Background: an optimization exercise with open tools, aiming at small area, a short achievable clock period and few clock cycles per item. Do not read the settings as production practice.
At most, simulation tests tie the RTL to the original design; equivalence was not proved.

Design peTop, start of the top module:
module peTop (
	input wire clk,
	input wire rstN,
	input wire cmdValid,
	input wire [2:0] cmdOp,
	input wire [16-1:0] cmdData,
	output logic cmdReady,
	output logic outValid,
	output logic [16-1:0] outData,
	input wire outReady
);
Settings: LEC_CHECK=0, CAP_MARGIN=20, CORE_MARGIN=2, CORE_UTILIZATION=40, SLEW_MARGIN=20; clock period 9.0 ns.
standard.sh (not shown) runs the stock make flow with config.mk's settings and CLKGATE_MAP_FILE= SYNTH_SCRIPT=/design/flow/synth_recipe.tcl, a recipe that flattens the netlist after the stock synthesis.
==> flow/flow/run.sh <==
#!/bin/bash
set -euo pipefail
MARGIN=$(cat flow/margin.txt)
bash standard.sh synth > synth.log 2>&1
bash standard.sh SETUP_SLACK_MARGIN="$MARGIN" finish > layout.log 2>&1
==> flow/flow/margin.txt <==
5.8
Testbench counts at the start, summed over its fixed seeds: cycles 7,708, results 384.
Rerun with:
--- a/flow/design.v
+++ b/flow/design.v
@@ -630,27 +630,27 @@
 	wire bPush = go1 && (isMA1 || isMAB1) && !bFull;
 	wire bPop = go1 && isMAB1 && !bEmpty;
 	wire bFlush = go1 && isCLR1;
 	always_ff @(posedge clk)
 	begin
 		if (bPush)
 			bmem[bWr] <= d1;
 	end
 	wire outFree = !outVal || outReady;
 	wire lastStep = busy && (cnt == 4'd8);
 	wire waitOut = busy && (cnt == 4'd9);
-	wire divFinish = waitOut && outFree;
+	wire divFinish = (lastStep || waitOut) && outFree;
 	logic capPend;
 	logic capClr;
 	wire capReq = act3 || capPend;
-	wire capNow = capReq && (!busy || (waitOut && !outVal));
+	wire capNow = capReq && (!busy || ((lastStep || waitOut) && !outVal));
 	wire capPendN = capReq && !capNow;
 	logic busyN;
 	logic [3:0] cntN;
 	always_comb
 	begin
 		busyN = busy;
 		cntN = cnt;
 		if (capNow)
 		begin
 			busyN = 1'b1;
 			cntN = '0;
@@ -661,23 +661,23 @@
 				busyN = 1'b0;
 			if (!waitOut)
 				cntN = cnt + 4'd1;
 		end
 	end
 	wire outValidN = divFinish || (outVal && !outReady);
 	wire rDone = lastStep && dClr;
 	wire headIsRN = bFlush ? 1'b1 : (bPop ? 1'b0 : headIsR);
 	wire rValidN = bFlush ? 1'b0 : (rDone ? 1'b1 : rValid);
 	wire act2N = go1 && isAct1;
 	wire sumWaitN = capPendN || act2N || act2;
-	wire divSoonN = !busyN || (((cntN == 4'd7) || (cntN == 4'd8) || (cntN == 4'd9)) && !outValidN);
+	wire divSoonN = !busyN || (((cntN == 4'd6) || (cntN == 4'd7) || (cntN == 4'd8) || (cntN == 4'd9)) && !outValidN);
 	wire actOkN = !sumWaitN;
 	wire macOkN = !sumWaitN || divSoonN;
 	wire pendRN = headIsRN && !rValidN;
 	wire acceptNow = cmdValid && !stall;
 	wire v1N = stall ? v1 : acceptNow;
 	wire [2:0] op1N = stall ? op1 : cmdOp;
 	wire stallN = v1N && (
 		(((op1N == ACT) || (op1N == ACTCLR)) && !actOkN) ||
 		(((op1N == MA) || (op1N == MAB) || (op1N == BIAS)) && !macOkN) ||
 		(((op1N == MAB) || (op1N == ACTCLR)) && pendRN));
 	logic rdyQ;
@@ -792,57 +792,63 @@
 		end
 	end
 	wire [31:0] acc = accS + accC;
 	wire ovf = !((&dvs[15:7]) || !(|dvs[15:7]));
 	wire [15:0] xSat = ovf ? (dvs[15] ? 16'h8000 : 16'h7fff) : {dvs[7:0], rem[15:8]};
 	wire xNeg = xSat[15];
 	wire q7 = xNeg ? (!(&xSat[15:8]) || (xSat[7:0] == 8'd0)) : (|xSat[15:8]);
 	wire [15:0] mag = rem + {15'd0, dNeg};
 	wire [17:0] trial = {1'b0, rem, 1'b0} - {2'b0, dvs};
 	wire qBit = !trial[17];
 	wire [7:0] quoStep = {quo[6:0], qBit};
-	wire [15:0] yFin = dNeg ? -{8'd0, quo} : {8'd0, quo};
+	wire [7:0] quoNeg = -quo;
+	wire [6:0] negQ = -quo[6:0];
+	wire [7:0] yLoWait = dNeg ? quoNeg : quo;
+	wire [7:0] yLoStep = !dNeg ? quoStep : (qBit ? {~quo[6:0], 1'b1} : {negQ, 1'b0});
+	wire [7:0] yLo = waitOut ? yLoWait : yLoStep;
+	wire yHi = dNeg && (waitOut ? (|quo) : ((|quo[6:0]) || qBit));
 	always_ff @(posedge clk)
 	begin
 		if (act3)
 			capClr <= clr3;
 		if (capNow)
+			rem <= acc[15:0];
+		else if (cnt == 4'd0)
+			rem <= xSat ^ {16{xNeg}};
+		else if (cnt == 4'd1)
+			rem <= quo[0] ? {mag[15:8] - 8'd1, mag[7:0]} : {mag[14:0], 1'b0};
+		else
+			rem <= qBit ? trial[15:0] : {rem[14:0], 1'b0};
+		if (capNow)
 		begin
-			{dvs, rem} <= acc;
+			dvs <= acc[31:16];
 			dClr <= act3 ? clr3 : capClr;
 		end
 		else if (busy && (cnt == 4'd0))
 		begin
-			rem <= xSat ^ {16{xNeg}};
 			dNeg <= xNeg;
 			quo <= {7'd0, q7};
 		end
 		else if (busy && (cnt == 4'd1))
-		begin
-			rem <= quo[0] ? {mag[15:8] - 8'd1, mag[7:0]} : {mag[14:0], 1'b0};
 			dvs <= mag + 16'd256;
-		end
 		else if (busy && !waitOut)
-		begin
-			rem <= qBit ? trial[15:0] : {rem[14:0], 1'b0};
 			quo <= quoStep;
-		end
 		if (rDone)
 		begin
 			rQ <= quoStep;
 			rNeg <= dNeg;
 		end
 		if (divFinish)
 		begin
-			outLo <= yFin[7:0];
-			outHi <= yFin[15];
+			outLo <= yLo;
+			outHi <= yHi;
 		end
 	end
 	always_ff @(posedge clk or negedge rstN)
 	begin
 		if (!rstN)
 		begin
 			busy <= 1'b0;
 			cnt <= '0;
 			outVal <= 1'b0;
 			outValidQ <= 1'b0;
 		end
Utilization climbs by 0.14 points.
Routed wire length came out higher by 0.60%.
Worst setup slack gets worse by 120 ps.
Global-route usage went up by 0.18 points.
Count of clock-buffer cells in the layout falls by 10.
Only the layout flow was run in the second run of this note; the RTL was not checked for function there.

-- afterwards: timing with drivers on the ports --
No port has a modelled driver above. Below, the same layouts with a new extraction and two added sets of constraints.
Step 1, drivers: a clkbuf_16 drives clk and a buf_2 each remaining input, both assumed.
Step 2, shift: input delay + t, output delay - t, t = (earliest + latest rising clock arrival at the registers) / 2. This alone moves slack from input paths to output paths.
Slacks: ideal / step 1 / step 2; pairs: ideal / step 1.
run	t (ns)	setup slack, ns	worst setup path at the end	clock arrival spread, ns	worst slew at a driven data input, ns
the first run	0.687	5.850 / 5.786 / 5.445	input to register	0.047 / 0.048	0.04
the second run	0.679	5.733 / 5.670 / 5.386	input to register	0.063 / 0.062	0.04
After both steps every run listed still meets setup and hold. The setup slack of the first run, which loses most, moves by -0.064 ns with the drivers and by -0.405 ns with both steps.
